From an optimization exercise on the open Yosys and OpenROAD flow, aimed at small area, a short achievable clock period and few clock cycles per item; shortcuts taken in it are not production practice.
Only simulation tests tie the RTL to the original design; equivalence was not proved.
Power is estimated from default activity; no workload was simulated.

`flow/flow/run.sh`:
```
#!/bin/bash
set -euo pipefail
cat >> config.mk <<'EOT'
export BUFFER_PORTS_ARGS = -buffer_cell sky130_fd_sc_hd__buf_4
export CTS_ARGS = -sink_clustering_enable -repair_clock_nets -dont_use_dummy_load -buf_list sky130_fd_sc_hd__clkbuf_16 -sink_clustering_size 24 -sink_clustering_max_diameter 60
EOT
bash standard.sh > standard.log 2>&1
```
`flow/standard.sh`:
```
#!/bin/bash
# synth_recipe.tcl (not shown) runs the flow's synth.tcl, then flattens the netlist and writes it again
# the make line also repeats each setting of config.mk as NAME=value (left out here)
make -C /OpenROAD-flow-scripts/flow DESIGN_CONFIG=/design/flow/config.mk WORK_HOME=/design/flow/orfs CLKGATE_MAP_FILE= SYNTH_SCRIPT=/design/flow/synth_recipe.tcl "${@:-finish}"
```
`flow/config.mk`:
```
export PLATFORM = sky130hd
export DESIGN_NAME = mem_bank_responder
export DESIGN_NICKNAME = mem_bank_responder
export VERILOG_FILES = /design/flow/design.v
export SDC_FILE = /design/flow/constraint.sdc
export NUM_CORES = 4
export LEC_CHECK = 0
export CAP_MARGIN = 20
export CORE_MARGIN = 2
export CORE_UTILIZATION = 45
export CTS_BUF_LIST = sky130_fd_sc_hd__clkbuf_16
export CTS_CLUSTER_DIAMETER = 60
export CTS_CLUSTER_SIZE = 24
export PLACE_DENSITY = 0.6
export SETUP_SLACK_MARGIN = 3.5
export SLEW_MARGIN = 20
export TNS_END_PERCENT = 100
export BUFFER_PORTS_ARGS = -buffer_cell sky130_fd_sc_hd__buf_4
export CTS_ARGS = -sink_clustering_enable -repair_clock_nets -dont_use_dummy_load -buf_list sky130_fd_sc_hd__clkbuf_16 -sink_clustering_size 24 -sink_clustering_max_diameter 60
```
`flow/constraint.sdc`:
```
create_clock -name core_clock -period 6.0 [get_ports {CLK100MHZ}]
set_input_delay 1.2000 -clock core_clock [delete_from_list [all_inputs] [get_ports {CLK100MHZ}]]
set_output_delay 1.2000 -clock core_clock [all_outputs]
set_load 0.01 [all_outputs]
```
`flow/design.v`:
```
module mem_bank_responder #(
   parameter int                DATA_W      = 16,
   parameter int                ADDR_W      = 8,
   parameter int                WAIT_CYCLES = 2,    
   parameter logic [ADDR_W-1:0] PROT_LIMIT  = ADDR_W'(8'h40)
) (
   input  logic              CLK100MHZ,
   input  logic              RST,
   input  logic              mb_sel,
   input  logic [ADDR_W-1:0] pc_addr,
   input  logic [ADDR_W-1:0] mb_addr,
   input  logic              mb_read,
   input  logic              mb_write,
   input  logic [DATA_W-1:0] mb_wdata,
   output logic [DATA_W-1:0] mb_rdata,
   output logic              mb_ack,
   output logic              mb_busy,
   output logic              mb_err
);
   localparam int DEPTH = 1 << ADDR_W;
   localparam int LO_W  = 4;                   
   localparam int HI_W  = ADDR_W - LO_W;       
   localparam int NGRP  = 1 << HI_W;
   localparam int GSZ   = 1 << LO_W;
   localparam int NPART = 4;
   localparam bit PROT_EN = 1'b0;
   localparam int RING_B = 2;                    
   localparam int RING   = 1 << RING_B;
   localparam int NRING  = DEPTH / RING;
   localparam int AGE_W  = 3;                    
   localparam logic [AGE_W-1:0] AGE_OLD = AGE_W'(RING + 1);
   logic              strobe_q;      
   logic              armed;         
   logic              req_wait;      
   logic              ack_q;
   logic              busy_q;
   logic              err_q;
   logic [RING_B-1:0] rot;           
   logic              rot_init;      
   logic [RING_B-1:0] tgt_q [RING];  
   logic              sb_v    [2];
   logic [ADDR_W-1:0] sb_addr [2];
   logic [DATA_W-1:0] sb_data [2];
   logic              sb_ptr;        
   logic [AGE_W-1:0]  lw_age;        
   logic [ADDR_W-1:0] lw_addr;       
   logic [DATA_W-1:0] ring [NRING][RING];
   logic              strobe_any;
   logic              req_edge;
   logic              req_active;
   logic              req_ok;
   logic              accept;
   logic [ADDR_W-1:0] sel_addr;
   logic              reject_now;
   logic              store_now;
   logic              recent;
   logic              sb_c    [2];   
   logic [DATA_W-1:0] wbus;
   logic [RING-1:0]   pos_hit;       
   logic [GSZ-1:0]    lo_oh;
   logic [NGRP-1:0]   hi_oh;
   logic [DATA_W-1:0] rd_grp [NGRP];
   logic [DATA_W-1:0] rd_part   [NPART];   
   logic [DATA_W-1:0] rd_part_n [NPART];   
   assign strobe_any = mb_read | mb_write;
   assign sel_addr   = mb_sel ? mb_addr : pc_addr;
   assign req_edge   = strobe_any & ~strobe_q & armed;
   assign req_active = req_edge | req_wait;
   assign reject_now = (mb_read & mb_write)
                     | (PROT_EN & mb_write & ~mb_read & (sel_addr < PROT_LIMIT));
   assign store_now  = mb_write & ~reject_now;
   assign lw_addr = sb_addr[~sb_ptr];
   assign recent  = (lw_age <= AGE_W'(RING));
   always_comb begin
      if (reject_now)
         req_ok = 1'b1;
      else if (mb_write)
         req_ok = !(recent && lw_age != AGE_W'(RING)
                    && sel_addr[RING_B-1:0] == lw_addr[RING_B-1:0]);
      else
         req_ok = !(recent && sel_addr == lw_addr);
   end
   assign accept = req_active & req_ok;
   always_ff @(posedge CLK100MHZ) begin
      if (RST) begin
         strobe_q <= 1'b0;
         armed    <= 1'b0;
         req_wait <= 1'b0;
         ack_q    <= 1'b0;
         busy_q   <= 1'b0;
         err_q    <= 1'b0;
      end else begin
         strobe_q <= strobe_any;
         if (!strobe_any) begin
            armed <= 1'b1;
         end
         req_wait <= req_active & ~req_ok;
         ack_q    <= accept;
         busy_q   <= req_active;
         err_q    <= accept & reject_now;
      end
   end
   always_comb begin
      for (int k = 0; k < 2; k++)
         sb_c[k] = sb_v[k] && (sb_addr[k][RING_B-1:0] == ~rot);
      wbus = sb_c[0] ? sb_data[0] : sb_data[1];
   end
   always_ff @(posedge CLK100MHZ) begin
      if (!RST || rot_init) begin
         rot <= rot + 1'b1;
         for (int p = 0; p < RING; p++) tgt_q[p] <= RING_B'(p) - rot - 1'b1;
         for (int k = 0; k < 2; k++) begin
            if (sb_c[k]) sb_v[k] <= 1'b0;
         end
         if (lw_age < AGE_OLD) lw_age <= lw_age + 1'b1;
         if (!RST && accept && store_now) begin
            sb_v[sb_ptr] <= 1'b1;
            sb_ptr       <= ~sb_ptr;
            lw_age       <= AGE_W'(1);
         end
      end else begin
         rot      <= '0;
         for (int p = 0; p < RING; p++) tgt_q[p] <= RING_B'(p);
         sb_v[0]  <= 1'b0;
         sb_v[1]  <= 1'b0;
         sb_ptr   <= 1'b0;
         lw_age   <= AGE_OLD;
         rot_init <= 1'b1;
      end
   end
   always_ff @(posedge CLK100MHZ) begin
      for (int k = 0; k < 2; k++) begin
         if (sb_ptr == 1'(k)) begin
            sb_addr[k] <= sel_addr;
            sb_data[k] <= mb_wdata;
         end
      end
   end
   always_comb begin
      for (int p = 0; p < RING; p++) pos_hit[p] = (sel_addr[RING_B-1:0] == tgt_q[p]);
      for (int i = 0; i < GSZ; i++)
         lo_oh[i] = pos_hit[i % RING]
                  & (sel_addr[LO_W-1:RING_B] == (LO_W-RING_B)'(i / RING));
      for (int g = 0; g < NGRP; g++) hi_oh[g] = (sel_addr[ADDR_W-1:LO_W] == HI_W'(g));
      for (int j = 0; j < NPART; j++) rd_part[j] = '0;
      for (int g = 0; g < NGRP; g++) begin
         rd_grp[g] = '0;
         for (int i = 0; i < GSZ; i++) begin
            rd_grp[g] = rd_grp[g]
                      | ({DATA_W{lo_oh[i]}} & ring[(g*GSZ + i) / RING][i % RING]);
         end
         rd_part[g / (NGRP / NPART)] = rd_part[g / (NGRP / NPART)]
                                     | ({DATA_W{hi_oh[g]}} & rd_grp[g]);
      end
   end
   always_ff @(posedge CLK100MHZ) begin
      for (int j = 0; j < NPART; j++) rd_part_n[j] <= ~rd_part[j];
   end
   always_comb begin
      mb_rdata = '1;
      for (int j = 0; j < NPART; j++) mb_rdata = mb_rdata & rd_part_n[j];
      mb_rdata = ~mb_rdata;
   end
   assign mb_ack  = ack_q;
   assign mb_busy = busy_q;
   assign mb_err  = err_q;
   always_ff @(posedge CLK100MHZ) begin
      for (int r = 0; r < NRING; r++) begin
         for (int p = 1; p < RING; p++) ring[r][p] <= ring[r][p-1];
         if ((sb_c[0] && sb_addr[0][ADDR_W-1:RING_B] == (ADDR_W-RING_B)'(r))
          || (sb_c[1] && sb_addr[1][ADDR_W-1:RING_B] == (ADDR_W-RING_B)'(r)))
            ring[r][0] <= wbus;
         else
            ring[r][0] <= ring[r][RING-1];
      end
   end
endmodule
```
==> results of run 1 <==
placed cells by master, fill, tap and decap left out, types with 58 or more instances in the layout:
cell	count
nor2_1	1274
a22o_1	509
a21oi_1	1025
o22ai_1	476
a221oi_2	313
buf_6	132
clkbuf_16	218
a31oi_1	173
buf_16	172
buf_12	155
a221oi_1	169
dfxtp_1	4123
a31oi_2	60
buf_4	317
o22ai_2	58
a22oi_1	1022
worst max-delay path, cell delays in order (launching register included):
cell	delay, ns
dfxtp_4	0.51
nand4_1	0.36
buf_4	0.28
layout make-up:
class                   count  area, um2  share of cell area (%)
inverters                  15       58.8                  0.0400
multi-input cells        5470      38900                    26.5
well taps                3570       4470                    3.04
repair buffers            843      13100                    8.91
flip-flops and latches   4226      85200                    58.0
clock buffers             208       5200                    3.54
diodes                      8       20.0                  0.0136
flip-flops by register name, summed over array words and instances (netlist names), 2 cells and up:
| name | count |
|---|---|
| ring | 4096 |
| rot | 2 |
| sb_v | 2 |
| sb_data | 32 |
| lw_age | 3 |
| sb_addr | 16 |
| rd_part_n | 64 |
| tgt_q | 4 |
worst paths after layout:
check | from | to | slack (ns) | cells past startpoint
setup / recovery | rd_part_n[2][4]$_DFF_P_ | mb_rdata[4] | 2.74 | 2
setup reg to reg | rot[0]$_DFF_P_ | rd_part_n[1][5]$_DFF_P_ | 3.35 | 14
hold / removal | ring[232][0]$_DFF_P_ | ring[233][0]$_DFF_P_ | 0.26 | 0
hold reg to reg | ring[232][0]$_DFF_P_ | ring[233][0]$_DFF_P_ | 0.26 | 0
layer usage:
| layer | global-route usage (%) | up-vias |
|---|---|---|
| met3 | 7.04 | 1360 |
| li1 | - | 39361 |
| met2 | 49.9 | 5699 |
| met5 | 0 | - |
| met1 | 42.0 | 46110 |
| met4 | 20.0 | 14 |
logic make-up (layout without fill, tap and decap cells):
family	Yosys count	count (layout)	synth area share (%)
AOI/OAI and AO/OA	3914	3918	22.2
xor gates and xnor gates	19	19	0.163
adders and majority gates	2	2	0.0204
buffers and inverters	904	1066	3.11
DFF	4226	4226	69.3
muxes	34	34	0.301
other	0	8	0
and+or+nand+nor	1492	1497	4.87
repair_timing:
action,4_1_cts,5_1_grt
setup endpoints to repair,1117,944
resized for setup,917,347
setup buffers,294,54
pin swaps,385,236
gates cloned,138,10
hold buffers,0,0
endpoints found under the hold margin,0,0
through the flow:
| step | utilization (%) | hold WS [ns] | total power, mW |
|---|---|---|---|
| after floorplan | - | 0.326 | 30.0 |
| after global placement | 47.2 | 0.332 | 30.9 |
| after detailed placement | 47.3 | 0.335 | 30.9 |
| after CTS | 53.3 | 0.255 | 46.0 |
| after global routing | 54.2 | 0.249 | 47.3 |
| final | 54.3 | 0.257 | 46.2 |
power by group:
part           internal (mW)  total [mW]  switching [mW]
combinational          0.944        2.87            1.93
sequential              28.3        28.5           0.192
clock                   6.16        14.8            8.67
==> out/results.ini, run 1 <==
[run_status]
status = no timing/DRC/antenna violations

[global_routing]
grt_pass1_vias = 89592
grt_overflow = 0
grt_pass1_wl_mm = 658
grt_max_degree = 113
grt_usage_pct = 32.6
antenna_found_initial = 26

[sta]
max_freq_mhz = 307
rsz0062_at_grt = yes
period_needed_ns = 3.26
setup_viol = 0
setup_ws_ns = 2.74
timing.final.crit_share_pct = 54.3
max_slew_margin_pct = 47.6
finalSetupTns_ns = 0
hold_viol_final = 0
slew_violations = 0
skew_ns = 0.118
worstMarginPinSlew_ns = 0.786

[setup_path]
path_class = register to primary output
path_max_fanout = 1
crit_arrival_ns = 2.06
start_kind = register
worstPathRequired_ns = 4.80
endpoint_kind = primary output

[synthesis]
ys_async_sr_fraction_pct = 0
ys_warn_count = 9
syn-num-nets = 10630
synth_edf_count = 50
synth_area_leaders = dfxtp_1 68%, a22oi_1 6.3%, a21oi_1 4.2%
synthFlopType = dfxtp_1
synth_top_cell_by_area = dfxtp_1
synth_area_per_cell_um2 = 11.6
synthCells = 10591
synth.distinct_cells = 48
synth.most_common_cell = dfxtp_1
yosys_register_bits = 4226
ys_seq_area_share_pct = 69.3
yosys.area.top_type_share_pct = 68.1
yosys-top-cells-count = 4176 x dfxtp_1, 1301 x nor2_1, 1026 x a21oi_1
netlist_area_um2 = 123000

[finish]
drive_gt1_share_pct = 16.6
syn2layout_area_growth_pct = 19.8
fin_area_um2 = 147000
finalNonFillerCells = 14340
nets = 10803
fillers = 22335

[floorplan]
die_height_um = 526
core-area_um2 = 271000
io_pins = 56
start_util_pct = 45.3
fp.dieArea_um2 = 277000
num_rows = 191
fp.dieW_um = 526

[route]
ant_nets = 0
vias = 92544
drc = 0
drtIter0Drc = 12209
dr_wl_met3_mm = 48.4
routed_via_density = 6.45
top_layer = met5
wl_mm = 472
met1Wirelength_mm = 184
routedWlPerCell_um = 32.9
dr.pass1.iters = 12
wl_met2_mm = 207

[placement]
dp_slack_ns = 1.29
gp_congestion = 0.861
dp.cells = 13628
dpl_cell_area_um2 = 128000
portBuffers = 55
hpwl_mm = 224

[cts]
cts_buffers = 208
clock_path_buffers = 3
htreeDepth = 4
cts_num_sinks = 4226
clock_latency_ns = 0.90
path_clk_slew_ns = 0.09
clockRootBuffer = clkbuf_16
cts_tree = built

[power]
power.density_nw_per_um2 = 315
peakVddDrop_mv = 0.321
leakage_nw = 51.7

[run]
max_cap_viol_count = 0

[hold_path]
hold_path.class = register to register

Testbench counts, summed over its fixed seeds: cycles 36,215, items 12,000.
==> inputs of run 2 (changes only) <==
--- a/flow/config.mk
+++ b/flow/config.mk
@@ -9,3 +9,3 @@
 export CORE_MARGIN = 2
-export CORE_UTILIZATION = 45
+export CORE_UTILIZATION = 55
 export CTS_BUF_LIST = sky130_fd_sc_hd__clkbuf_16
@@ -13,4 +13,4 @@
 export CTS_CLUSTER_SIZE = 24
-export PLACE_DENSITY = 0.6
-export SETUP_SLACK_MARGIN = 3.5
+export PLACE_DENSITY = 0.7
+export SETUP_SLACK_MARGIN = 3.2
 export SLEW_MARGIN = 20
==> run 2 against run 1 <==
  * Still clean on timing, DRC and antenna
  * Sequential share of layout area grew 2.7 points
  * Critical path depth grew 9
  * Fmax down 0.14%
  * Non-clock buffer count fell by 231
  * Via count shrank 0.29%
  * Clock power is essentially flat
  * Final cell count decreased by 5.7%
  * Global-route usage up 0.69 points
  * Synthesized cell count unchanged
==> out/results.ini, run 2 <==
[floorplan]
die_height_um = 476  ; -9.5%
num_rows = 173  ; -9.4%
fp.dieArea_um2 = 227000  ; -18%
start_util_pct = 55.3  ; +10 points
core-area_um2 = 222000  ; -18%
fp.dieW_um = 476  ; -9.5%
io_pins = 56  ; unchanged

[route]
vias = 92278  ; -0.29%
wl_mm = 432  ; -8.5%
routedWlPerCell_um = 32.0  ; -2.9%
drc = 0  ; unchanged
routed_via_density = 6.83  ; +5.8%
dr.pass1.iters = 9  ; -3
ant_nets = 0  ; unchanged
drtIter0Drc = 13982  ; +15%

[sta]
skew_ns = 0.0792  ; -0.0391 ns
finalSetupTns_ns = 0  ; unchanged
setup_viol = 0  ; unchanged
hold_viol_final = 0  ; unchanged
worstMarginPinSlew_ns = 0.941  ; +0.154 ns
rsz0062_at_grt = yes
max_slew_margin_pct = 37.3  ; -10 points
timing.final.crit_share_pct = 54.3  ; +0.075 points
period_needed_ns = 3.26  ; +0.00453 ns
setup_ws_ns = 2.74  ; -0.00453 ns
slew_violations = 0  ; unchanged
max_freq_mhz = 307  ; -0.14%

[synthesis]
synth_top_cell_by_area = dfxtp_1
ys_async_sr_fraction_pct = 0  ; unchanged
synth_fa_ha_area_share_pct = 0.0204  ; unchanged
synthXorXnorAreaFrac_pct = 0.163  ; unchanged
ys_seq_area_share_pct = 69.3  ; unchanged
netlist_area_um2 = 123000  ; unchanged
syn-num-nets = 10630  ; unchanged
yosys_register_bits = 4226  ; unchanged
yosys.area.top_type_share_pct = 68.1  ; unchanged
synth_area_per_cell_um2 = 11.6  ; unchanged
synth_top_family_by_area = compound AO/OA/AOI/OAI gates
synth-simple-area-share_pct = 4.87  ; unchanged
synthCells = 10591  ; unchanged
synth_edf_count = 50  ; unchanged
synthMuxAreaShare_pct = 0.301  ; unchanged
yosys-top-cells-count = 4176 x dfxtp_1, 1301 x nor2_1, 1026 x a21oi_1
synth_area_leaders = dfxtp_1 68%, a22oi_1 6.3%, a21oi_1 4.2%
synth_compound_area_share_pct = 22.2  ; unchanged
ys_warn_count = 9  ; unchanged
synth.distinct_cells = 48  ; unchanged
synthFlopType = dfxtp_1
synth.most_common_cell = dfxtp_1

[finish]
largest_registers = ring x4096, rd_part_n x64, sb_data x32
syn2layout_area_growth_pct = 14.4
largest_register_ffs = 4096  ; unchanged
finalNonFillerCells = 13516  ; -5.7%
final_cell_mix = 4131 x dfxtp_1, 1291 x nor2_1, 1026 x a21oi_1, 1017 x a22oi_1, 512 x o22ai_1
nets = 10565  ; -2.2%
mostFrequentLayoutCell = dfxtp_1
top_register = ring
drive_gt1_share_pct = 12.8  ; -3.9 points
fin_util_pct = 63.2  ; +9.0 points

[placement]
dp_slack_ns = 1.42  ; +0.129 ns
portBuffers = 55  ; unchanged
hpwl_mm = 211  ; -5.5%
gp_congestion = 0.894  ; +3.9%
dp.cells = 12983  ; -4.7%

[setup_path]
reg2reg_depth = 7  ; -7
crit_path_end = lw_age[2]$_SDFFCE_PP0P_
crit_arrival_ns = 3.90  ; +1.84 ns
startpoint = mb_sel
start_kind = primary input
path_class = primary input to register
path_max_fanout = 6  ; +5
r2r_start = sb_ptr$_DFFE_PP_
ff2ff_setup_slack_ns = 2.96  ; -0.39 ns
endpoint_kind = register
worstPathRequired_ns = 6.64  ; +1.84 ns
regToRegEndpoint = lw_age[2]$_SDFFCE_PP0P_

[cts]
clock_latency_ns = 0.90  ; about the same
cts_tree = built
path_clk_slew_ns = 0.09  ; about the same
cts_num_sinks = 4226  ; unchanged
cts_buffers = 204  ; -1.9%
clockRootBuffer = clkbuf_16
clock_path_buffers = 3  ; unchanged
hold_buffers = 0  ; unchanged
htreeDepth = 4  ; unchanged

[power]
power.density_nw_per_um2 = 324  ; +3.0%
peakVddDrop_mv = 0.299  ; -6.7%
total_power_mw = 45.5  ; -1.6%
leakage_nw = 49.1  ; -5.0%

[global_routing]
grt_pass1_wl_mm = 571  ; -13%
grt_max_degree = 124  ; +9.7%
grt_pass1_vias = 86506  ; -3.4%
grt_overflow = 0  ; unchanged
grt_usage_pct = 33.3  ; +0.69 points
antenna_found_initial = 17  ; -35%

[run]
max_cap_viol_count = 0  ; unchanged

[hold_path]
hold_path.class = register to register

[run_status]
status = no timing/DRC/antenna violations

run 2: cell families (layout without fill, tap and decap cells):
| family | count (synthesis) | count (layout) |
|---|---|---|
| muxes | 34 | 34 |
| DFF | 4226 | 4226 |
| xor gates and xnor gates | 19 | 19 |
| buffers and inverters | 904 | 831 |
| and+or+nand+nor | 1492 | 1496 |
| other | 0 | 17 |
| adders and majority gates | 2 | 2 |
| AOI/OAI and AO/OA | 3914 | 3916 |
run 2: area by class of cell:
cell class	count	area, um2
well taps	2975	3720
flip-flops and latches	4226	85200
inverters	15	56.3
clock buffers	204	5100
multi-input cells	5467	37400
fillers	16564	81700
repair buffers	612	8860
diodes	17	42.5
run 2: worst min path at each step:
stage | startpoint | end | slack (ns) | cells after the start
6_report | ring[172][14]$_DFF_P_ | ring[173][14]$_DFF_P_ | 0.30 | 0
5_1_grt | ring[172][14]$_DFF_P_ | ring[173][14]$_DFF_P_ | 0.30 | 0
4_1_cts | ring[172][14]$_DFF_P_ | ring[173][14]$_DFF_P_ | 0.29 | 0
3_5_place_dp | ring[12][15]$_DFF_P_ | ring[13][15]$_DFF_P_ | 0.34 | 0
3_3_place_gp | ring[246][5]$_DFF_P_ | ring[247][5]$_DFF_P_ | 0.33 | 0
2_1_floorplan | rot[1]$_DFF_P_ | tgt_q[2][1]$_DFF_P_ | 0.33 | 0
run 2: per-stage QoR:
step | area [um2] | hold WS (ns)
final | 140000 | 0.302
after global routing | 140000 | 0.302
after CTS | 135000 | 0.289
after detailed placement | 127000 | 0.336
after global placement | 127000 | 0.332
after floorplan | 123000 | 0.326
run 2: critical path, stage by stage:
cell,delay [ns]
buf_16,0.11
buf_4,0.17
buf_4,0.14
mux2i_4,0.43
inv_2,0.14
xnor2_1,0.20
nor4b_4,0.67
o2bb2ai_1,0.26
a31oi_2,0.18
nand2b_1,0.22
o211ai_1,0.15
run 2: repair_timing:
item	CTS	global route
endpoints found under the setup margin	1002	236
resized for setup	303	477
cloned	32	83
pin swaps	65	223
setup buffers	85	112
run 2: power breakdown:
part,switching [mW],total [mW],internal [mW]
Clock,8.53,14.6,6.05
Sequential,0.187,28.5,28.3
Combinational,1.71,2.40,0.691
Total,10.4,45.5,35.1
run 2: per-layer routing:
metal,global-route usage [%],vias up,part of all wire (%)
met3,6.92,1477,12
met4,17.8,12,7.2
met2,52.4,6531,43
met1,43.1,45424,38
li1,-,38834,-
met5,0,-,0.016
==> inputs of run 3 (changes only) <==
--- a/flow/design.v
+++ b/flow/design.v
@@ -119,2 +119,3 @@
             lw_age       <= AGE_W'(1);
+            rot_init     <= 1'b1;
          end
--- a/flow/config.mk
+++ b/flow/config.mk
@@ -9,3 +9,3 @@
 export CORE_MARGIN = 2
-export CORE_UTILIZATION = 55
+export CORE_UTILIZATION = 50
 export CTS_BUF_LIST = sky130_fd_sc_hd__clkbuf_16
@@ -13,4 +13,4 @@
 export CTS_CLUSTER_SIZE = 24
-export PLACE_DENSITY = 0.7
-export SETUP_SLACK_MARGIN = 3.2
+export PLACE_DENSITY = 0.65
+export SETUP_SLACK_MARGIN = 3.0
 export SLEW_MARGIN = 20
==> run 3 against run 2 <==
  * Combinational power fell by 17%
  * Clock skew fell by 0.0037 ns
  * Wire length is 6.0% lower
  * Critical path depth is 9 lower
  * Global-route usage down 2.6 points
  * Still clean
==> out/results.ini, run 3 <==
[run_status]
status = no timing/DRC/antenna violations

[synthesis]
ys_warn_count = 9  ; unchanged
synthMuxAreaShare_pct = 0.301  ; unchanged
synth_fa_ha_area_share_pct = 0.0204  ; unchanged
synth-simple-area-share_pct = 4.87  ; unchanged
synth_compound_area_share_pct = 22.2  ; unchanged
netlist_area_um2 = 123000  ; unchanged
synthXorXnorAreaFrac_pct = 0.163  ; unchanged
synth_edf_count = 50  ; unchanged
yosys_register_bits = 4226  ; unchanged
yosys.area.top_type_share_pct = 68.1  ; unchanged
syn-num-nets = 10630  ; unchanged
synth_area_per_cell_um2 = 11.6  ; unchanged
synth_top_cell_by_area = dfxtp_1
synth.distinct_cells = 48  ; unchanged
synthCells = 10591  ; unchanged
yosys-top-cells-count = 4176 x dfxtp_1, 1301 x nor2_1, 1026 x a21oi_1
synth_area_leaders = dfxtp_1 68%, a22oi_1 6.3%, a21oi_1 4.2%
ys_async_sr_fraction_pct = 0  ; unchanged
synthFlopType = dfxtp_1
synth_top_family_by_area = compound AO/OA/AOI/OAI gates
ys_seq_area_share_pct = 69.3  ; unchanged
synth.most_common_cell = dfxtp_1

[run]
max_cap_viol_count = 0  ; unchanged

[cts]
cts_num_sinks = 4226  ; unchanged
clockRootBuffer = clkbuf_16
cts_buffers = 206  ; +0.98%
clock_latency_ns = 0.89  ; about the same
path_clk_slew_ns = 0.09  ; about the same
clock_path_buffers = 3  ; unchanged
htreeDepth = 4  ; unchanged
cts_tree = built

[sta]
max_freq_mhz = 315  ; +2.8%
setup_viol = 0  ; unchanged
worstMarginPinSlew_ns = 1.00  ; +0.0613 ns
rsz0062_at_grt = yes
finalSetupTns_ns = 0  ; unchanged
timing.final.crit_share_pct = 52.8  ; -1.5 points
slew_violations = 0  ; unchanged
skew_ns = 0.0755  ; -0.00374 ns
hold_viol_final = 0  ; unchanged
whs_ns = 0.300  ; -0.00191 ns
max_slew_margin_pct = 33.0  ; -4.3 points
period_needed_ns = 3.17  ; -0.0898 ns

[floorplan]
start_util_pct = 50.4  ; -4.9 points
die_height_um = 499  ; +4.8%
io_pins = 56  ; unchanged
core-area_um2 = 244000  ; +9.7%
fp.dieW_um = 499  ; +4.8%
fp.dieArea_um2 = 249000  ; +9.9%
num_rows = 181  ; +4.6%

[power]
pwr-share-seq_pct = 63.2  ; +0.5 points
peakVddDrop_mv = 0.312  ; +4.3%
power.density_nw_per_um2 = 333  ; +2.8%
switching_share_pct = 22.6  ; -0.33 points
power.internal_mw = 34.9  ; -0.41%
switchingPower_mw = 10.2  ; -2.3%
pwr-share-clk_pct = 32.4  ; +0.4 points
combPwrFrac_pct = 4.4  ; -0.9 points
leakage_nw = 47.0  ; -4.2%

[setup_path]
crit_arrival_ns = 1.97  ; -1.93 ns
slowest_delay_ns = 0.47  ; -0.20 ns
path_cells = nand4_1 > buf_4
crit_family = flip-flops
critPathSlowestCell = dfxtp_4
path_buf_inv = 1  ; -3
path_class = register to primary output
worstPathRequired_ns = 4.80  ; -1.84 ns
path_max_fanout = 2  ; -4
endpoint_kind = primary output
start_kind = register

[hold_path]
hold_path.class = register to register

[finish]
nets = 10397  ; -1.6%
largest_register_ffs = 4096  ; unchanged
final_cell_mix = 4130 x dfxtp_1, 1296 x nor2_1, 1026 x a21oi_1, 1024 x a22oi_1
syn2layout_area_growth_pct = 10.4
top_register = ring
largest_registers = ring x4096, rd_part_n x64, sb_data x32
fin_area_um2 = 135000  ; -3.5%
finalNonFillerCells = 13571  ; +0.41%
fin_util_pct = 55.6  ; -7.6 points
drive_gt1_share_pct = 8.89  ; -3.9 points
mostFrequentLayoutCell = dfxtp_1

[route]
dr.pass1.iters = 7  ; -2
drtIter0Drc = 10860  ; -22%
wl_mm = 406  ; -6.0%
vias = 88362  ; -4.2%
routed_via_density = 6.51  ; -4.6%
ant_nets = 0  ; unchanged
routedWlPerCell_um = 29.9  ; -6.4%
drc = 0  ; unchanged

[global_routing]
grt_pass1_wl_mm = 575  ; +0.62%
grtUsageMet1_pct = 41.2  ; -1.8 points
use_met3_pct = 5.63  ; -1.3 points
antenna_found_initial = 18  ; +1
met2_usage_pct = 48.4  ; -4.0 points
grt_usage_pct = 30.6  ; -2.6 points
grt_busiest_layer = met2
grt_max_degree = 113  ; -8.9%
grt_overflow = 0  ; unchanged
grt_pass1_vias = 85484  ; -1.2%

[placement]
portBuffers = 55  ; unchanged
dp.cells = 13217  ; +1.8%
hpwl_mm = 212  ; +0.60%
dpl_cell_area_um2 = 127000  ; +0.42%
gp_congestion = 0.874  ; -2.3%

[run 3: power groups by stage]
stage               Clock, mW  Combinational (mW)  Sequential [mW]
floorplan                   0               0.872             29.1
global placement            0                1.65             29.2
detailed placement          0                1.67             29.2
CTS                      14.6                1.83             28.5
global route             15.6                2.00             28.6
finish                   14.6                1.99             28.5
[run 3: worst reg2reg max path: cells and delay by family, from the launching register on]
kind,cells,cell delay (ns)
XOR/XNOR,1,0.31
AO/OA/AOI/OAI,2,0.32
buffers and inverters,1,0.56
AND/OR/NAND/NOR,3,1.26
flip-flops,1,0.45
[run 3: path summary, 6_finish.rpt]
check	start	to	slack, ns	depth (start not counted)
setup reg to reg	rot[0]$_DFF_P_	ring[0][3]$_DFF_P_	3.05	7
hold / removal	ring[158][14]$_DFF_P_	ring[159][14]$_DFF_P_	0.30	0
hold reg to reg	ring[158][14]$_DFF_P_	ring[159][14]$_DFF_P_	0.30	0
setup / recovery	rd_part_n[2][11]$_DFF_P_	mb_rdata[11]	2.83	2
[run 3: what timing repair did]
item,CTS,global route
setup buffers,90,10
cloned,18,17
gates resized for setup,176,121
setup endpoints to repair,1004,705
hold buffers,0,0
pin swaps,56,63
[run 3: layout make-up]
type / instances / area (um2)
inverters: 15 / 56.3
multi-input cells: 5467 / 35400
clock buffers: 206 / 5150
flip-flops and latches: 4226 / 85200
repair buffers: 442 / 5580
diodes: 13 / 32.5
fillers: 19961 / 108000
well taps: 3202 / 4010
[run 3: kinds of logic (layout without fill, tap and decap cells)]
kind of cell	Yosys count	count (layout)
xor gates and xnor gates	19	19
AOI/OAI and AO/OA	3914	3914
other	0	13
buffers and inverters	904	663
muxes	34	34
and+or+nand+nor	1492	1498
adders and majority gates	2	2
DFF	4226	4226
[run 3: per-stage QoR]
| step | setup slack, ns | power, mW |
|---|---|---|
| after floorplan | 2.85 | 30.0 |
| after detailed placement | 1.36 | 30.9 |
| after CTS | 2.74 | 45.0 |
| after global placement | 1.39 | 30.8 |
| after global routing | 2.80 | 46.2 |
| final | 2.83 | 45.1 |
[run 3: routing by layer]
| layer | wire length (um) | up-vias |
|---|---|---|
| li1 | - | 38428 |
| met1 | 165000 | 44017 |
| met2 | 182000 | 4971 |
| met3 | 40000 | 940 |
| met4 | 18900 | 6 |
| met5 | 42 | - |
Testbench counts of run 3, summed over its fixed seeds: cycles 36,215, items 12,000.
==> inputs of run 4 (changes only) <==
--- a/flow/design.v
+++ b/flow/design.v
@@ -119,3 +119,2 @@
             lw_age       <= AGE_W'(1);
-            rot_init     <= 1'b1;
          end
==> flow/flow/run.sh (replaced) <==
#!/bin/bash
set -euo pipefail
cat >> config.mk <<'EOT'
export BUFFER_PORTS_ARGS = -buffer_cell sky130_fd_sc_hd__buf_4
export CTS_ARGS = -sink_clustering_enable -repair_clock_nets -dont_use_dummy_load -buf_list sky130_fd_sc_hd__clkbuf_16 -sink_clustering_size 20 -sink_clustering_max_diameter 50
EOT
bash standard.sh > standard.log 2>&1
--- a/flow/config.mk
+++ b/flow/config.mk
@@ -11,4 +11,4 @@
 export CTS_BUF_LIST = sky130_fd_sc_hd__clkbuf_16
-export CTS_CLUSTER_DIAMETER = 60
-export CTS_CLUSTER_SIZE = 24
+export CTS_CLUSTER_DIAMETER = 50
+export CTS_CLUSTER_SIZE = 20
 export PLACE_DENSITY = 0.65
@@ -18,2 +18,2 @@
 export BUFFER_PORTS_ARGS = -buffer_cell sky130_fd_sc_hd__buf_4
-export CTS_ARGS = -sink_clustering_enable -repair_clock_nets -dont_use_dummy_load -buf_list sky130_fd_sc_hd__clkbuf_16 -sink_clustering_size 24 -sink_clustering_max_diameter 60
+export CTS_ARGS = -sink_clustering_enable -repair_clock_nets -dont_use_dummy_load -buf_list sky130_fd_sc_hd__clkbuf_16 -sink_clustering_size 20 -sink_clustering_max_diameter 50
==> run 4 against run 3 <==
  * Clock power is 21% higher
  * Worst setup slack worse by 0.0018 ns
  * Count of clock-buffer cells in the layout is 82 higher
  * Core utilization is 0.51 points higher
  * Fmax hardly changed
  * Power is 6.3% higher
  * Non-clock buffer count is 24 lower
  * Critical path depth stayed put
  * Register-to-register slack hardly changed
  * Sequential power hardly changed
  * Clock skew is 0.0070 ns higher
  * Sequential share of layout area is 0.57 points lower
  * Critical path type unchanged
  * Critical endpoint unchanged
  * Largest cell class unchanged
==> out/results.ini, run 4 <==
[synthesis]
synthFlopType = dfxtp_1
synthCells = 10591  ; unchanged
ys_seq_area_share_pct = 69.3  ; unchanged
synth_compound_area_share_pct = 22.2  ; unchanged
synth_area_leaders = dfxtp_1 68%, a22oi_1 6.3%, a21oi_1 4.2%
yosys.area.top_type_share_pct = 68.1  ; unchanged
synth.most_common_cell = dfxtp_1
synth_top_family_by_area = compound AO/OA/AOI/OAI gates
ys_warn_count = 9  ; unchanged
synthXorXnorAreaFrac_pct = 0.163  ; unchanged
yosys-top-cells-count = 4176 x dfxtp_1, 1301 x nor2_1, 1026 x a21oi_1
netlist_area_um2 = 123000  ; unchanged
syn-num-nets = 10630  ; unchanged
ys_async_sr_fraction_pct = 0  ; unchanged
synth_edf_count = 50  ; unchanged
synth_top_cell_by_area = dfxtp_1
synth_area_per_cell_um2 = 11.6  ; unchanged
yosys_register_bits = 4226  ; unchanged
synth-simple-area-share_pct = 4.87  ; unchanged
synth_fa_ha_area_share_pct = 0.0204  ; unchanged
synthMuxAreaShare_pct = 0.301  ; unchanged
synth.distinct_cells = 48  ; unchanged

[sta]
timing.final.crit_share_pct = 52.9  ; about the same
max_slew_margin_pct = 33.9  ; +0.89 points
worstMarginPinSlew_ns = 0.988  ; -0.0134 ns
rsz0062_at_grt = yes
skew_ns = 0.0825  ; +0.00701 ns
finalSetupTns_ns = 0  ; unchanged
slew_violations = 0  ; unchanged
whs_ns = 0.293  ; -0.00662 ns
setup_viol = 0  ; unchanged
period_needed_ns = 3.17  ; +0.00177 ns
max_freq_mhz = 315  ; about the same
hold_viol_final = 0  ; unchanged

[global_routing]
grt_overflow = 0  ; unchanged
antenna_found_initial = 14  ; -4
grt_pass1_wl_mm = 573  ; -0.33%
grt_pass1_vias = 86059  ; +0.67%
grt_usage_pct = 30.4  ; -0.18 points
grt_max_degree = 113  ; unchanged

[finish]
largest_registers = ring x4096, rd_part_n x64, sb_data x32
top_register = ring
largest_register_ffs = 4096  ; unchanged
mostFrequentLayoutCell = dfxtp_1
final_cell_mix = 4127 x dfxtp_1, 1296 x nor2_1, 1026 x a21oi_1, 1024 x a22oi_1
finalNonFillerCells = 13626  ; +0.41%
drive_gt1_share_pct = 9.06  ; +0.16 points
fin_util_pct = 56.1  ; +0.51 points
nets = 10455  ; +0.56%
syn2layout_area_growth_pct = 11.4

[setup_path]
worstPathRequired_ns = 4.80  ; about the same
reg2reg_depth = 7  ; unchanged
path_class = register to primary output
path_buf_inv = 1  ; unchanged
path_max_fanout = 1  ; -1
path_cells = nand4_1 > buf_4
crit_arrival_ns = 1.97  ; about the same
slowest_delay_ns = 0.45  ; -0.02 ns
crit_family = flip-flops
critPathSlowestCell = dfxtp_4
ff2ff_setup_slack_ns = 3.06  ; about the same
endpoint_kind = primary output
path_depth = 2  ; unchanged
regToRegEndpoint = ring[48][14]$_DFF_P_
start_kind = register
r2r_start = rot[0]$_DFF_P_

[floorplan]
core-area_um2 = 244000  ; unchanged
fp.dieW_um = 499  ; unchanged
fp.dieArea_um2 = 249000  ; unchanged
start_util_pct = 50.4  ; unchanged
die_height_um = 499  ; unchanged
num_rows = 181  ; unchanged
io_pins = 56  ; unchanged

[power]
peakVddDrop_mv = 0.299  ; -4.3%
pwr-share-clk_pct = 36.6  ; +4.2 points
combPwrFrac_pct = 4.0  ; -0.4 points
switching_share_pct = 22.2  ; -0.35 points
power.density_nw_per_um2 = 351  ; +5.4%
power.internal_mw = 37.3  ; +6.8%
pwr-share-seq_pct = 59.4  ; -3.8 points
leakage_nw = 47.7  ; +1.4%
switchingPower_mw = 10.7  ; +4.7%

[hold_path]
hold_depth = 0  ; unchanged
whs_endpoint = ring[74][4]$_DFF_P_
worstHoldStart = ring[73][4]$_DFF_P_
hold_path.class = register to register

[placement]
hpwl_mm = 212  ; unchanged
dp.cells = 13217  ; unchanged
gp_congestion = 0.874  ; unchanged
portBuffers = 55  ; unchanged

[cts]
cts_tree = built
clock_path_buffers = 4  ; +1
hold_buffers = 0  ; unchanged
clock_latency_ns = 0.94  ; +0.05 ns
clockRootBuffer = clkbuf_16
path_clk_slew_ns = 0.08  ; about the same
cts_buffers = 288  ; +40%
htreeDepth = 5  ; +1
cts_num_sinks = 4226  ; unchanged

[run]
max_cap_viol_count = 0  ; unchanged

[route]
routed_via_density = 6.52  ; +0.14%
wl_mm = 402  ; -1.0%
vias = 88840  ; +0.54%
drtIter0Drc = 10887  ; +0.25%
drc = 0  ; unchanged
routedWlPerCell_um = 29.5  ; -1.4%
ant_nets = 0  ; unchanged
dr.pass1.iters = 6  ; -1

[run_status]
status = no timing/DRC/antenna violations

==> run 4: cell counts after synthesis <==
Identical to the previous run, type by type.
==> run 4: how the worst max path moves through the flow <==
| stage | from | end | slack (ns) |
|---|---|---|---|
| after global placement | mb_sel | rd_part_n[1][10]$_DFF_P_ | 1.39 |
| after detailed placement | mb_sel | rd_part_n[1][10]$_DFF_P_ | 1.36 |
| after global routing | rd_part_n[0][11]$_DFF_P_ | mb_rdata[11] | 2.79 |
| final | rd_part_n[2][11]$_DFF_P_ | mb_rdata[11] | 2.83 |
| after CTS | rd_part_n[2][13]$_DFF_P_ | mb_rdata[13] | 2.72 |
| after floorplan | mb_sel | rd_part_n[0][2]$_DFF_P_ | 2.85 |
==> run 4: kinds of logic (layout without fill, tap and decap cells) <==
| group | after synthesis | count (layout) |
|---|---|---|
| buffers and inverters | 904 | 721 |
| adder cells (fa/ha/maj) | 2 | 2 |
| multiplexers | 34 | 34 |
| flip-flops | 4226 | 4226 |
| XOR/XNOR | 19 | 19 |
| AND/OR/NAND/NOR | 1492 | 1498 |
| AO/OA/AOI/OAI | 3914 | 3914 |
| other | 0 | 10 |
==> run 4: cell type report <==
class	count	area, um2
inverter	15	56.3
tap	3202	4010
sequential	4226	85200
antenna	10	25.0
multi-input combinational	5467	35200
fill	19848	107000
clock buffer	288	7210
timing repair buffer	418	5060
==> run 4: power groups by stage <==
| stage | logic (mW) | clock network [mW] | registers [mW] |
|---|---|---|---|
| 6_report | 1.91 | 17.6 | 28.5 |
| 5_1_grt | 1.92 | 18.6 | 28.5 |
| 4_1_cts | 1.80 | 17.6 | 28.5 |
| 3_5_place_dp | 1.67 | 0 | 29.2 |
| 3_3_place_gp | 1.65 | 0 | 29.2 |
| 2_1_floorplan | 0.872 | 0 | 29.1 |
==> run 4: worst reg2reg max path, stage by stage (launching register included) <==
cell and delay [ns]:
dfxtp_2 0.45, xor2_1 0.31, nand3_1 0.31, or3_2 0.79
o22ai_2 0.26, buf_4 0.47, nor2_1 0.14, a21oi_1 0.14
==> run 4: through the flow <==
| step | power (mW) | instance area [um2] | worst slack, ns |
|---|---|---|---|
| after floorplan | 30.0 | 123000 | 2.85 |
| after global placement | 30.8 | 127000 | 1.39 |
| after detailed placement | 30.9 | 127000 | 1.36 |
| after CTS | 47.9 | 136000 | 2.72 |
| after global routing | 49.1 | 137000 | 2.79 |
| final | 48.0 | 137000 | 2.83 |
==> run 4: what timing repair did <==
item                       4_1_cts  5_1_grt
setup buffers                   77       11
gates resized for setup        165       76
setup endpoints to repair     1027      422
pin swaps                       43       41
cloned                          13       10
==> run 4: routing by layer <==
layer,routed length [um],share of wire (%),track usage [%]
met1,165000,41,40.9
met3,38300,9.5,5.79
met2,180000,45,47.9
met5,76,0.019,0
met4,18900,4.7,13.2
Testbench counts of run 4, summed over its fixed seeds: cycles 36,215, items 12,000.
==> inputs of run 5 (changes only) <==
--- a/flow/design.v
+++ b/flow/design.v
@@ -119,2 +119,3 @@
             lw_age       <= AGE_W'(1);
+            rot_init     <= 1'b1;
          end
==> run 5 against run 4 <==
  * Fmax stayed put
  * Die area stayed put
  * Flip-flop and latch count stayed put
  * Design area stayed put
  * Non-clock buffer count stayed put
  * Still clean
  * Global-route usage stayed put
  * First-iteration DRC count stayed put
  * Via count stayed put
==> out/results.ini, run 5 <==
[placement]
hpwl_mm = 212  ; unchanged
portBuffers = 55  ; unchanged
dp_slack_ns = 1.36  ; unchanged
dpl_cell_area_um2 = 127000  ; unchanged
gp_congestion = 0.874  ; unchanged

[synthesis]
synth.distinct_cells = 48  ; unchanged
yosys.area.top_type_share_pct = 68.1  ; unchanged
synth_area_leaders = dfxtp_1 68%, a22oi_1 6.3%, a21oi_1 4.2%
synth_area_per_cell_um2 = 11.6  ; unchanged
synthCells = 10591  ; unchanged
synthFlopType = dfxtp_1
netlist_area_um2 = 123000  ; unchanged
yosys-top-cells-count = 4176 x dfxtp_1, 1301 x nor2_1, 1026 x a21oi_1
synth.most_common_cell = dfxtp_1
ys_warn_count = 9  ; unchanged
synth_edf_count = 50  ; unchanged
synth_top_cell_by_area = dfxtp_1
yosys_register_bits = 4226  ; unchanged
ys_seq_area_share_pct = 69.3  ; unchanged
syn-num-nets = 10630  ; unchanged
ys_async_sr_fraction_pct = 0  ; unchanged

[finish]
fillers = 19848  ; unchanged
final_cell_mix = 4127 x dfxtp_1, 1296 x nor2_1, 1026 x a21oi_1, 1024 x a22oi_1
fin_area_um2 = 137000  ; unchanged
largest_register_ffs = 4096  ; unchanged
top_register = ring
nets = 10455  ; unchanged
syn2layout_area_growth_pct = 11.4  ; unchanged
largest_registers = ring x4096, rd_part_n x64, sb_data x32
mostFrequentLayoutCell = dfxtp_1
drive_gt1_share_pct = 9.06  ; unchanged

[global_routing]
grt_overflow = 0  ; unchanged
antenna_found_initial = 14  ; unchanged
grt_pass1_vias = 86059  ; unchanged
grt_pass1_wl_mm = 573  ; unchanged
grt_max_degree = 113  ; unchanged
grt_usage_pct = 30.4  ; unchanged

[sta]
finalSetupTns_ns = 0  ; unchanged
timing.final.crit_share_pct = 52.9  ; unchanged
rsz0062_at_grt = yes
setup_ws_ns = 2.83  ; unchanged
skew_ns = 0.0825  ; unchanged
max_freq_mhz = 315  ; unchanged
max_slew_margin_pct = 33.9  ; unchanged
slew_violations = 0  ; unchanged
worstMarginPinSlew_ns = 0.988  ; unchanged
hold_viol_final = 0  ; unchanged
period_needed_ns = 3.17  ; unchanged
setup_viol = 0  ; unchanged

[power]
combPwrFrac_pct = 4.0  ; about the same
power.density_nw_per_um2 = 351  ; unchanged
pwr-share-clk_pct = 36.6  ; about the same
switching_share_pct = 22.2  ; unchanged
switchingPower_mw = 10.7  ; unchanged
leakage_nw = 47.7  ; unchanged
power.internal_mw = 37.3  ; unchanged
pwr-share-seq_pct = 59.4  ; about the same
peakVddDrop_mv = 0.299  ; unchanged

[cts]
cts_num_sinks = 4226  ; unchanged
clockRootBuffer = clkbuf_16
clock_latency_ns = 0.94  ; about the same
clock_path_buffers = 4  ; unchanged
cts_tree = built
cts_buffers = 288  ; unchanged
htreeDepth = 5  ; unchanged
path_clk_slew_ns = 0.08  ; about the same
hold_buffers = 0  ; unchanged

[setup_path]
path_max_fanout = 1  ; unchanged
start_kind = register
path_buf_inv = 1  ; unchanged
crit_arrival_ns = 1.97  ; about the same
path_cells = nand4_1 > buf_4
crit_family = flip-flops
endpoint_kind = primary output
worstPathRequired_ns = 4.80  ; about the same
slowest_delay_ns = 0.45  ; about the same
critPathSlowestCell = dfxtp_4
path_class = register to primary output

[route]
routed_via_density = 6.52  ; unchanged
ant_nets = 0  ; unchanged
wl_mm = 402  ; unchanged
dr.pass1.iters = 6  ; unchanged
drtIter0Drc = 10887  ; unchanged
vias = 88840  ; unchanged
routedWlPerCell_um = 29.5  ; unchanged
drc = 0  ; unchanged

[floorplan]
num_rows = 181  ; unchanged
fp.dieArea_um2 = 249000  ; unchanged
io_pins = 56  ; unchanged
die_height_um = 499  ; unchanged
core-area_um2 = 244000  ; unchanged
start_util_pct = 50.4  ; unchanged
fp.dieW_um = 499  ; unchanged

[run]
max_cap_viol_count = 0  ; unchanged

[hold_path]
hold_path.class = register to register

[run_status]
status = no timing/DRC/antenna violations

[run 5: cell counts in the layout (fill, tap and decap cells not counted)]
Identical to the previous run, type by type.
[run 5: layer usage]
layer	up-vias	global-route usage, %	wire length [um]
met5	-	0	76
met4	10	13.2	18900
met3	981	5.79	38300
met2	5094	47.9	180000
met1	44203	40.9	165000
li1	38552	-	-
[run 5: cells by family (layout without fill, tap and decap cells)]
| logic type | after synthesis | count (layout) | synth area share, % |
|---|---|---|---|
| muxes | 34 | 34 | 0.301 |
| DFF | 4226 | 4226 | 69.3 |
| and+or+nand+nor | 1492 | 1498 | 4.87 |
| buffers and inverters | 904 | 721 | 3.11 |
| adders and majority gates | 2 | 2 | 0.0204 |
| xor gates and xnor gates | 19 | 19 | 0.163 |
| AOI/OAI and AO/OA | 3914 | 3914 | 22.2 |
| other | 0 | 10 | 0 |
[run 5: final cells by class]
type                    instances  area [um2]  area share, %
clock buffers                 288        7210           5.27
repair buffers                418        5060           3.70
inverters                      15        56.3         0.0412
well taps                    3202        4010           2.93
diodes                         10        25.0         0.0183
flip-flops and latches       4226       85200           62.3
multi-input cells            5467       35200           25.7
[run 5: path summary, 6_finish.rpt]
path | start | endpoint | slack, ns | depth (start not counted)
setup reg to reg | rot[0]$_DFF_P_ | ring[48][14]$_DFF_P_ | 3.06 | 7
setup / recovery | rd_part_n[2][11]$_DFF_P_ | mb_rdata[11] | 2.83 | 2
hold reg to reg | ring[73][4]$_DFF_P_ | ring[74][4]$_DFF_P_ | 0.29 | 0
hold / removal | ring[73][4]$_DFF_P_ | ring[74][4]$_DFF_P_ | 0.29 | 0
[run 5: timing repair]
item / 4_1_cts / 5_1_grt
gates cloned: 13 / 10
pin swaps: 43 / 41
resized for setup: 165 / 76
endpoints found under the setup margin: 1027 / 422
buffers inserted: 77 / 11
[run 5: per-stage QoR]
| step | total power [mW] | utilization (%) | instances | hold slack, ns |
|---|---|---|---|---|
| after CTS | 47.9 | 55.8 | 13595 | 0.286 |
| final | 48.0 | 56.1 | 13626 | 0.293 |
| after detailed placement | 30.9 | 52.2 | 13217 | 0.335 |
| after global placement | 30.8 | 52.2 | 13216 | 0.331 |
| after global routing | 49.1 | 56.1 | 13621 | 0.288 |
| after floorplan | 30.0 | - | 10591 | 0.326 |
[run 5: worst reg2reg max path, delay by kind of cell, from the launching register on]
kind | cells | cell delay [ns]
simple gates | 3 | 1.24
xor+xnor | 1 | 0.31
compound gates | 2 | 0.40
buf+inv | 1 | 0.47
flops | 1 | 0.45
[run 5: power by group through the flow]
stage	logic [mW]	registers (mW)	clock network, mW
3_5_place_dp	1.67	29.2	0
6_report	1.91	28.5	17.6
5_1_grt	1.92	28.5	18.6
3_3_place_gp	1.65	29.2	0
2_1_floorplan	0.872	29.1	0
4_1_cts	1.80	28.5	17.6
Testbench counts of run 5, summed over its fixed seeds: cycles 36,215, items 12,000.
==> inputs of run 6 (changes only) <==
--- a/flow/config.mk
+++ b/flow/config.mk
@@ -13,3 +13,3 @@
 export CTS_CLUSTER_SIZE = 20
-export PLACE_DENSITY = 0.65
+export PLACE_DENSITY = 0.6
 export SETUP_SLACK_MARGIN = 3.0
==> run 6 against run 5 <==
  * Critical endpoint is now mb_rdata[9]
  * Design area increased by 1.5%
  * Via count fell by 0.71%
  * Sequential share of layout area decreased by 0.94 points
  * Synthesized cell count did not move
==> out/results.ini, run 6 <==
[cts]
cts_buffers = 328  ; +14%
clockRootBuffer = clkbuf_16
cts_tree = built
clock_latency_ns = 0.99  ; +0.05 ns
hold_buffers = 0  ; unchanged
clock_path_buffers = 4  ; unchanged
path_clk_slew_ns = 0.08  ; about the same
cts_num_sinks = 4226  ; unchanged
htreeDepth = 5  ; unchanged

[power]
total_power_mw = 49.5  ; +3.2%
power.density_nw_per_um2 = 357  ; +1.7%
leakage_nw = 48.6  ; +1.8%
peakVddDrop_mv = 0.285  ; -4.6%

[route]
routedWlPerCell_um = 30.2  ; +2.6%
ant_nets = 0  ; unchanged
routed_via_density = 6.44  ; -1.2%
vias = 88208  ; -0.71%
dr.pass1.iters = 7  ; +1
drtIter0Drc = 10086  ; -7.4%
drc = 0  ; unchanged
wl_mm = 414  ; +3.1%

[floorplan]
fp.dieArea_um2 = 249000  ; unchanged
start_util_pct = 50.4  ; unchanged
num_rows = 181  ; unchanged
core-area_um2 = 244000  ; unchanged
die_height_um = 499  ; unchanged
io_pins = 56  ; unchanged
fp.dieW_um = 499  ; unchanged

[setup_path]
regToRegEndpoint = ring[224][9]$_DFF_P_
path_max_fanout = 1  ; unchanged
reg2reg_depth = 8  ; +1
crit_path_end = mb_rdata[9]
worstPathRequired_ns = 4.80  ; about the same
path_class = register to primary output
startpoint = rd_part_n[2][9]$_DFF_P_
r2r_start = sb_addr[0][0]$_DFFE_PN_
endpoint_kind = primary output
start_kind = register
crit_arrival_ns = 2.09  ; +0.12 ns
ff2ff_setup_slack_ns = 3.11  ; +0.05 ns

[sta]
setup_viol = 0  ; unchanged
worstMarginPinSlew_ns = 0.922  ; -0.0665 ns
period_needed_ns = 3.29  ; +0.116 ns
finalSetupTns_ns = 0  ; unchanged
whs_ns = 0.291  ; -0.00222 ns
timing.final.crit_share_pct = 54.8  ; +1.9 points
max_slew_margin_pct = 38.3  ; +4.4 points
slew_violations = 0  ; unchanged
max_freq_mhz = 304  ; -3.5%
hold_viol_final = 0  ; unchanged
rsz0062_at_grt = yes
skew_ns = 0.0654  ; -0.0171 ns
setup_ws_ns = 2.71  ; -0.116 ns

[placement]
dp_slack_ns = 1.22  ; -0.141 ns
portBuffers = 55  ; unchanged
dp.cells = 13230  ; +0.098%
gp_congestion = 0.859  ; -1.7%
dpl_cell_area_um2 = 127000  ; +0.11%
hpwl_mm = 220  ; +3.5%

[finish]
finalNonFillerCells = 13692  ; +0.48%
largest_registers = ring x4096, rd_part_n x64, sb_data x32
nets = 10524  ; +0.66%
fin_area_um2 = 139000  ; +1.5%
fin_util_pct = 57.0  ; +0.87 points
drive_gt1_share_pct = 10.1  ; +1.0 points
largest_register_ffs = 4096  ; unchanged
final_cell_mix = 4131 x dfxtp_1, 1298 x nor2_1, 1026 x a21oi_1, 1024 x a22oi_1
mostFrequentLayoutCell = dfxtp_1
top_register = ring
syn2layout_area_growth_pct = 13.1

[synthesis]
yosys_register_bits = 4226  ; unchanged
netlist_area_um2 = 123000  ; unchanged
syn-num-nets = 10630  ; unchanged
synth.most_common_cell = dfxtp_1
ys_seq_area_share_pct = 69.3  ; unchanged
synth_edf_count = 50  ; unchanged
synth.distinct_cells = 48  ; unchanged
synth_area_leaders = dfxtp_1 68%, a22oi_1 6.3%, a21oi_1 4.2%
ys_async_sr_fraction_pct = 0  ; unchanged
synth_area_per_cell_um2 = 11.6  ; unchanged
ys_warn_count = 9  ; unchanged
yosys.area.top_type_share_pct = 68.1  ; unchanged
yosys-top-cells-count = 4176 x dfxtp_1, 1301 x nor2_1, 1026 x a21oi_1
synth_top_cell_by_area = dfxtp_1
synthFlopType = dfxtp_1
synthCells = 10591  ; unchanged

[global_routing]
grt_overflow = 0  ; unchanged
grt_max_degree = 122  ; +8.0%
grt_pass1_wl_mm = 585  ; +2.2%
grt_pass1_vias = 86083  ; +0.028%
grt_usage_pct = 31.3  ; +0.84 points
antenna_found_initial = 17  ; +3

[run]
max_cap_viol_count = 0  ; unchanged

[hold_path]
hold_path.class = register to register

[run_status]
status = no timing/DRC/antenna violations

[run 6: cell types whose count changed in the layout (fill, tap and decap cells not counted), sizes merged]
cell / delta
diode: -3
buf: +19
clkbuf: +50
bufbuf: +1
or2: -1
[run 6: where the power goes]
group	switching (mW)	internal (mW)	leakage, nW
logic	1.51	0.487	10.4
clock network	9.36	9.64	4.04
registers	0.176	28.4	34.2
[run 6: worst min path at each step]
stage / start / end / slack (ns) / depth (start not counted)
after floorplan: rot[1]$_DFF_P_ / tgt_q[2][1]$_DFF_P_ / 0.33 / 0
after global placement: ring[117][14]$_DFF_P_ / ring[118][14]$_DFF_P_ / 0.33 / 0
after detailed placement: ring[184][3]$_DFF_P_ / ring[185][3]$_DFF_P_ / 0.34 / 0
after global routing: ring[116][13]$_DFF_P_ / ring[117][13]$_DFF_P_ / 0.29 / 0
final: ring[116][13]$_DFF_P_ / ring[117][13]$_DFF_P_ / 0.29 / 0
after CTS: ring[116][13]$_DFF_P_ / ring[117][13]$_DFF_P_ / 0.28 / 0
[run 6: worst max-delay path: stages (launching register included)]
cell and delay [ns]:
dfxtp_4 0.45, nand4_1 0.40, buf_4 0.30
[run 6: cells by family after synthesis]
logic type	count (synthesis)	share of synthesized area, %
flops	4226	69.3
compound gates	3914	22.2
simple gates	1492	4.87
buf+inv	904	3.11
mux	34	0.301
xor+xnor	19	0.163
fa+ha+maj	2	0.0204
[run 6: timing repair]
item,CTS,global route
buffers inserted,69,22
cloned,15,21
pin swaps,46,54
endpoints found under the setup margin,1091,415
resized for setup,196,175
[run 6: final cells by class]
class / count / area (um2)
antenna: 7 / 17.5
tap: 3202 / 4010
fill: 19954 / 105000
multi-input combinational: 5466 / 35700
timing repair buffer: 448 / 5630
clock buffer: 328 / 8210
inverter: 15 / 56.3
sequential: 4226 / 85200
[run 6: routing by layer]
| metal | track usage (%) | up-vias | part of all wire (%) |
|---|---|---|---|
| li1 | - | 38729 | - |
| met2 | 50.5 | 4330 | 46 |
| met3 | 4.97 | 876 | 8.1 |
| met5 | 0 | - | 0.023 |
| met1 | 41.8 | 44259 | 42 |
| met4 | 12.9 | 14 | 4.4 |
==> inputs of run 7 (changes only) <==
--- a/flow/design.v
+++ b/flow/design.v
@@ -119,3 +119,2 @@
             lw_age       <= AGE_W'(1);
-            rot_init     <= 1'b1;
          end
--- a/flow/config.mk
+++ b/flow/config.mk
@@ -9,3 +9,3 @@
 export CORE_MARGIN = 2
-export CORE_UTILIZATION = 50
+export CORE_UTILIZATION = 45
 export CTS_BUF_LIST = sky130_fd_sc_hd__clkbuf_16
==> run 7 against run 6 <==
  * Design area shrank 0.38%
  * Non-clock buffer count decreased by 29
  * Still clean on timing, DRC and antenna
  * Largest cell class unchanged
  * Flip-flop and latch count stayed put
  * Synthesized area stayed put
  * Hold slack lost 0.014 ns
  * Count of clock-buffer cells in the layout shrank 7
  * Die area up 11%
  * Core utilization down 5.9 points
  * Clock power about the same
  * Register-to-register slack got worse by 0.04 ns
  * Clock skew rose by 0.011 ns
  * Critical path depth unchanged
==> out/results.ini, run 7 <==
[run_status]
status = no timing/DRC/antenna violations

[floorplan]
core-area_um2 = 271000  ; +11%
fp.dieW_um = 526  ; +5.4%
num_rows = 191  ; +5.5%
start_util_pct = 45.3  ; -5.1 points
fp.dieArea_um2 = 277000  ; +11%
die_height_um = 526  ; +5.4%
io_pins = 56  ; unchanged

[cts]
clock_latency_ns = 0.96  ; -0.03 ns
cts_num_sinks = 4226  ; unchanged
path_clk_slew_ns = 0.09  ; about the same
cts_buffers = 321  ; -2.1%
clock_path_buffers = 4  ; unchanged
clockRootBuffer = clkbuf_16
hold_buffers = 0  ; unchanged
htreeDepth = 5  ; unchanged
cts_tree = built

[finish]
fin_util_pct = 51.0  ; -5.9 points
final_cell_mix = 4133 x dfxtp_1, 1298 x nor2_1, 1026 x a21oi_1, 1024 x a22oi_1
regArea_um2 = 85200  ; about the same
largest_register_ffs = 4096  ; unchanged
multi_input_area_um2 = 35500  ; -0.59%
top_register = ring
finalNonFillerCells = 14025  ; +2.4%
nets = 10489  ; -0.33%
fin_area_um2 = 138000  ; -0.38%
fillers = 23330  ; +17%
mostFrequentLayoutCell = dfxtp_1
syn2layout_area_growth_pct = 12.7
drive_gt1_share_pct = 9.66  ; -0.41 points
largest_registers = ring x4096, rd_part_n x64, sb_data x32

[sta]
setup_ws_ns = 2.82  ; +0.110 ns
whs_ns = 0.277  ; -0.0136 ns
setup_viol = 0  ; unchanged
finalSetupTns_ns = 0  ; unchanged
slew_violations = 0  ; unchanged
max_freq_mhz = 315  ; +3.5%
max_slew_margin_pct = 37.5  ; -0.83 points
hold_viol_final = 0  ; unchanged
timing.final.crit_share_pct = 53.0  ; -1.8 points
skew_ns = 0.0762  ; +0.0108 ns
worstMarginPinSlew_ns = 0.938  ; +0.0158 ns
period_needed_ns = 3.18  ; -0.110 ns
rsz0062_at_grt = yes

[route]
wl_mm = 408  ; -1.4%
vias = 87975  ; -0.26%
drc = 0  ; unchanged
routed_via_density = 6.27  ; -2.6%
dr.pass1.iters = 6  ; -1
ant_nets = 0  ; unchanged
drtIter0Drc = 9873  ; -2.1%
dr_wl_met3_mm = 33.9  ; +1.1%
wl_met2_mm = 184  ; -2.8%
routedWlPerCell_um = 29.1  ; -3.8%
met1Wirelength_mm = 171  ; -0.65%
top_layer = met5

[placement]
gp_congestion = 0.869  ; +1.2%
portBuffers = 55  ; unchanged
dp.cells = 13607  ; +2.8%
dpl_cell_area_um2 = 128000  ; +0.46%
hpwl_mm = 221  ; +0.24%
dp_slack_ns = 1.29  ; +0.0710 ns

[synthesis]
yosys.area.top_type_share_pct = 68.1  ; unchanged
synth_area_per_cell_um2 = 11.6  ; unchanged
yosys_register_bits = 4226  ; unchanged
ys_seq_area_share_pct = 69.3  ; unchanged
synth.most_common_cell = dfxtp_1
synthCells = 10591  ; unchanged
ys_warn_count = 9  ; unchanged
syn-num-nets = 10630  ; unchanged
synth.distinct_cells = 48  ; unchanged
synth_top_cell_by_area = dfxtp_1
ys_async_sr_fraction_pct = 0  ; unchanged
synthFlopType = dfxtp_1
yosys-top-cells-count = 4176 x dfxtp_1, 1301 x nor2_1, 1026 x a21oi_1
netlist_area_um2 = 123000  ; unchanged
synth_area_leaders = dfxtp_1 68%, a22oi_1 6.3%, a21oi_1 4.2%
synth_edf_count = 50  ; unchanged

[setup_path]
crit_family = flip-flops
endpoint_kind = primary output
worstPathRequired_ns = 4.80  ; about the same
critPathSlowestCell = dfxtp_4
path_cells = nand4_1 > buf_4
path_class = register to primary output
slowest_delay_ns = 0.47  ; +0.02 ns
path_buf_inv = 1  ; unchanged
start_kind = register
crit_arrival_ns = 1.98  ; -0.11 ns
path_max_fanout = 1  ; unchanged

[global_routing]
grt_pass1_wl_mm = 587  ; +0.23%
grt_max_degree = 134  ; +9.8%
grt_pass1_vias = 86154  ; +0.082%
antenna_found_initial = 15  ; -2
grt_overflow = 0  ; unchanged
grt_usage_pct = 28.2  ; -3.1 points

[run]
max_cap_viol_count = 0  ; unchanged

[power]
total_power_mw = 49.2  ; -0.77%
leakage_nw = 48.1  ; -0.98%
power.density_nw_per_um2 = 355  ; -0.39%
peakVddDrop_mv = 0.252  ; -12%

[hold_path]
hold_path.class = register to register

-- run 7: area by class of cell --
| class | instances | area share, % |
|---|---|---|
| diodes | 7 | 0.0127 |
| clock buffers | 321 | 5.81 |
| inverters | 15 | 0.0407 |
| multi-input cells | 5467 | 25.7 |
| flip-flops and latches | 4226 | 61.6 |
| well taps | 3570 | 3.23 |
| repair buffers | 419 | 3.63 |
-- run 7: metal layers --
metal | up-vias | GRT usage [%]
li1 | 38578 | -
met1 | 44153 | 37.7
met4 | 12 | 12.2
met5 | - | 0
met3 | 850 | 4.95
met2 | 4382 | 44.7
-- run 7: kinds of logic (layout without fill, tap and decap cells) --
logic type	count (synthesis)	in the layout	synth area share, %
DFF	4226	4226	69.3
AOI/OAI and AO/OA	3914	3916	22.2
and+or+nand+nor	1492	1496	4.87
buffers and inverters	904	755	3.11
muxes	34	34	0.301
xor gates and xnor gates	19	19	0.163
adders and majority gates	2	2	0.0204
other	0	7	0
-- run 7: path summary, 6_finish.rpt --
| path | start | end | slack [ns] | cells past startpoint |
|---|---|---|---|---|
| worst max-delay path | rd_part_n[2][6]$_DFF_P_ | mb_rdata[6] | 2.82 | 2 |
| worst min-delay path | ring[72][6]$_DFF_P_ | ring[73][6]$_DFF_P_ | 0.28 | 0 |
| worst max register to register | rot[0]$_DFF_P_ | ring[168][11]$_DFF_P_ | 3.07 | 8 |
| worst min register to register | ring[72][6]$_DFF_P_ | ring[73][6]$_DFF_P_ | 0.28 | 0 |
-- run 7: power by group --
part	leakage (nW)	switching (mW)	internal [mW]
registers	34.2	0.178	28.4
logic	9.96	1.47	0.451
clock network	3.96	9.25	9.45
-- run 7: timing repair --
action                     4_1_cts  5_1_grt
setup endpoints to repair      823      453
buffers inserted                67        3
pin swaps                       31       30
resized for setup              148      116
gates cloned                    16        4
Testbench counts of run 7, summed over its fixed seeds: cycles 36,215, items 12,000.

-- separate check: timing with driven ports --
Ports are ideal in the flow. The routed layouts listed here were re-timed in OpenROAD. Step 1 assumes that a clkbuf_16 drives the clock port and a buf_2 every other input. Step 2 adds t to the input delays and takes it off the output delays; t is the mean of the earliest and latest rising clock arrival at the registers after step 1. Input paths then give back, and output paths get back, about the clock's delay inside the block. Slacks: ideal ports / drivers / drivers and shift; pairs: ideal ports / drivers.
run	t, ns	setup slack, ns	worst data-port slew with drivers (ns)	pins driven straight from the clock port
run 1	0.943	2.745 / 2.645 / 1.953	0.18	1
run 2	0.961	2.740 / 2.693 / 1.765	0.10	1
run 3	0.954	2.830 / 2.737 / 1.940	0.13	1
run 4	0.996	2.828 / 2.733 / 1.968	0.11	1
run 5	0.996	2.828 / 2.733 / 1.968	0.11	1
run 6	1.035	2.712 / 2.620 / 1.920	0.08	1
run 7	1.024	2.822 / 2.727 / 1.893	0.06	1
After both steps every run listed still meets setup and hold. The setup slack of run 2, which loses most, moves by -0.047 ns with the drivers and by -0.975 ns with both steps.
